This is an optimization exercise on Yosys and OpenROAD, whose aim is small area, not a production implementation. In this exercise RTL edits were held to simulation tests only and were not proved equivalent to the original. No activity file was given, so power comes from the tool's default toggle rates. No driver is modelled on the clock port, so clocking that relies on it looks cheaper here than on a real chip.

// spike_array_top
module spike_array_top (
    input  logic        cpu_clk,
    input  logic        rst_n,
    input  logic [7:0]  ext_node_select,
    input  logic [7:0]  ext_addr,
    input  logic        ext_write_en,
    input  logic        ext_read_en,
    input  logic [31:0] ext_write_data,
    output logic [31:0] ext_read_data,
    output logic        ext_ready,
    output logic [3:0]  node_interrupts
);
    logic        tick, tick_d;
    logic        acc, done, op_w, acc_next;
    logic [2:0]  code_in;
    logic [1:0]  bank, nrn;
    logic [2:0]  code;
    logic [15:0] dreg;
    logic [15:0] rd [2];
    access_fsm u_access (
        .cpu_clk     (cpu_clk),
        .rst_n       (rst_n),
        .node_select (ext_node_select),
        .addr        (ext_addr),
        .write_en    (ext_write_en),
        .read_en     (ext_read_en),
        .write_data  (ext_write_data[15:0]),
        .rd_word     (rd[bank[1]]),
        .acc         (acc),
        .done        (done),
        .op_w        (op_w),
        .bank        (bank),
        .nrn         (nrn),
        .code        (code),
        .dreg        (dreg),
        .read_data   (ext_read_data),
        .ready       (ext_ready),
        .acc_next    (acc_next),
        .code_in     (code_in)
    );
    tick_timer u_timer (
        .cpu_clk (cpu_clk),
        .rst_n   (rst_n),
        .tick    (tick),
        .tick_d  (tick_d)
    );
    for (genvar n = 0; n < 2; n++) begin : g_node
        neuron_bank u_bank (
            .cpu_clk   (cpu_clk),
            .rst_n     (rst_n),
            .tick      (tick),
            .tick_d    (tick_d),
            .acc       (acc),
            .done      (done),
            .op_w      (op_w),
            .nxt_acc   (acc_next && ext_node_select[1] == 1'(n) && code_in <= 3'd4),
  ...
clock: 12.0 ns
lec_check: 0
cap_margin: 20
core_margin: 2
core_utilization: 55
cts_cluster_diameter: 100
cts_cluster_size: 30
slew_margin: 20
run.sh (not shown) runs the stock make flow with config.mk's settings and CLKGATE_MAP_FILE= SYNTH_SCRIPT=/design/flow/synth_recipe.tcl, a recipe that flattens the netlist after the stock synthesis.
The first run finished clean.
Change:
Settings changed: CORE_UTILIZATION 55 to 40, CTS_CLUSTER_DIAMETER 100 to not set, CTS_CLUSTER_SIZE 30 to not set.
The changed run passed the timing, design-rule and antenna checks.
Cell area grows by 5.5%.
Global-route usage shrinks by 9.1 points.
Wire length grows by 1.2%.
Setup slack degrades by 0.16 ns.
Die area grows by 37%.
Via count grows by 1.9%.
Area after synthesis stays the same.

spike_array_top, a different RTL version from the one above (not shown whole).
For scale: about 4100 cells after synthesis, about 0.060 mm² of cells after synthesis.
==> flow/config.mk <==
export PLATFORM = sky130hd
export DESIGN_NAME = spike_array_top
export DESIGN_NICKNAME = spike_array_top
export VERILOG_FILES = /design/flow/design.v
export SDC_FILE = /design/flow/constraint.sdc
export NUM_CORES = 4
export LEC_CHECK = 0
export CAP_MARGIN = 20
export CORE_MARGIN = 2
export CORE_UTILIZATION = 72
export SLEW_MARGIN = 20
==> flow/constraint.sdc <==
create_clock -name core_clock -period 12.0 [get_ports {cpu_clk}]
set_input_delay 2.4000 -clock core_clock [delete_from_list [all_inputs] [get_ports {cpu_clk}]]
set_output_delay 2.4000 -clock core_clock [all_outputs]
set_load 0.01 [all_outputs]
standard.sh (not shown) runs the stock make flow with config.mk's settings and CLKGATE_MAP_FILE= SYNTH_SCRIPT=/design/flow/synth_recipe.tcl, a recipe that flattens the netlist after the stock synthesis.
==> flow/flow/run.sh <==
#!/bin/bash
set -euo pipefail
export CTS_ARGS="-sink_clustering_enable -repair_clock_nets -sink_clustering_size 30 -sink_clustering_max_diameter 100 -dont_use_dummy_load"
export BUFFER_PORTS_ARGS="-buffer_cell sky130_fd_sc_hd__buf_1"
bash standard.sh > standard.log 2>&1
The baseline completed with no timing, DRC or antenna violations.
Next try:
Settings changed: CORE_UTILIZATION 72 to 65.
Effect: The new run completed without violations; fmax went down slightly; wire length went up slightly; non-clock buffer count went down by 1; final area barely changes; via count went down slightly; combinational power stays flat; sequential share of layout area went down by 0.14 points; count of clock-buffer cells in the layout is unchanged.
Next try:
==> flow/run.sh (new file) <==
#!/bin/bash
# synth_recipe.tcl (not shown) runs the flow's synth.tcl, then flattens the netlist and writes it again
# the make line also repeats each setting of config.mk as NAME=value (left out here)
make -C /OpenROAD-flow-scripts/flow DESIGN_CONFIG=/design/flow/config.mk WORK_HOME=/design/flow/orfs CLKGATE_MAP_FILE= SYNTH_SCRIPT=/design/flow/synth_recipe.tcl finish
Settings changed: CTS_CLUSTER_DIAMETER set to 100, CTS_CLUSTER_SIZE set to 30.
removed: flow/flow/run.sh
removed: flow/standard.sh
Result: Global-route usage fell by 0.59 points; die area stays the same; combinational power barely changes; clock power went up by about 10%; area after synthesis is unchanged; final area is higher by about 0.9%; synthesized cell count stays the same; sequential share of layout area goes down by 0.56 points; setup slack improved by 0.19 ns.

## re-timing with driven ports
The flow's constraints put no driver on any port. The routed layouts listed below were extracted and timed again, unchanged, in two steps.
Step 1, drivers: a clkbuf_16 drives cpu_clk and a buf_2 each remaining input, both assumed.
Step 2 moves the port delays by t, midway between the first and last clock arrival at a register: inputs arrive t later, outputs are due t later. That takes back most of the time a late clock gives input paths.
Three values: ideal ports, drivers, drivers and shift; two values: the first two.
run | shift t [ns] | slack for setup (ns) | worst register clock-pin slew, ns
the first run of note 1 | 0.789 | 0.946 / 0.946 / 0.946 | 0.12 / 0.12
the second run of note 1 | 0.865 | 0.790 / 0.790 / 0.790 | 0.08 / 0.08
the first run of note 2 | 0.732 | 0.367 / 0.367 / 0.367 | 0.12 / 0.12
the second run of note 2 | 0.737 | 0.320 / 0.320 / 0.320 | 0.12 / 0.12
the third run of note 2 | 0.764 | 0.513 / 0.513 / 0.513 | 0.12 / 0.12
After both steps every run listed still meets setup and hold.
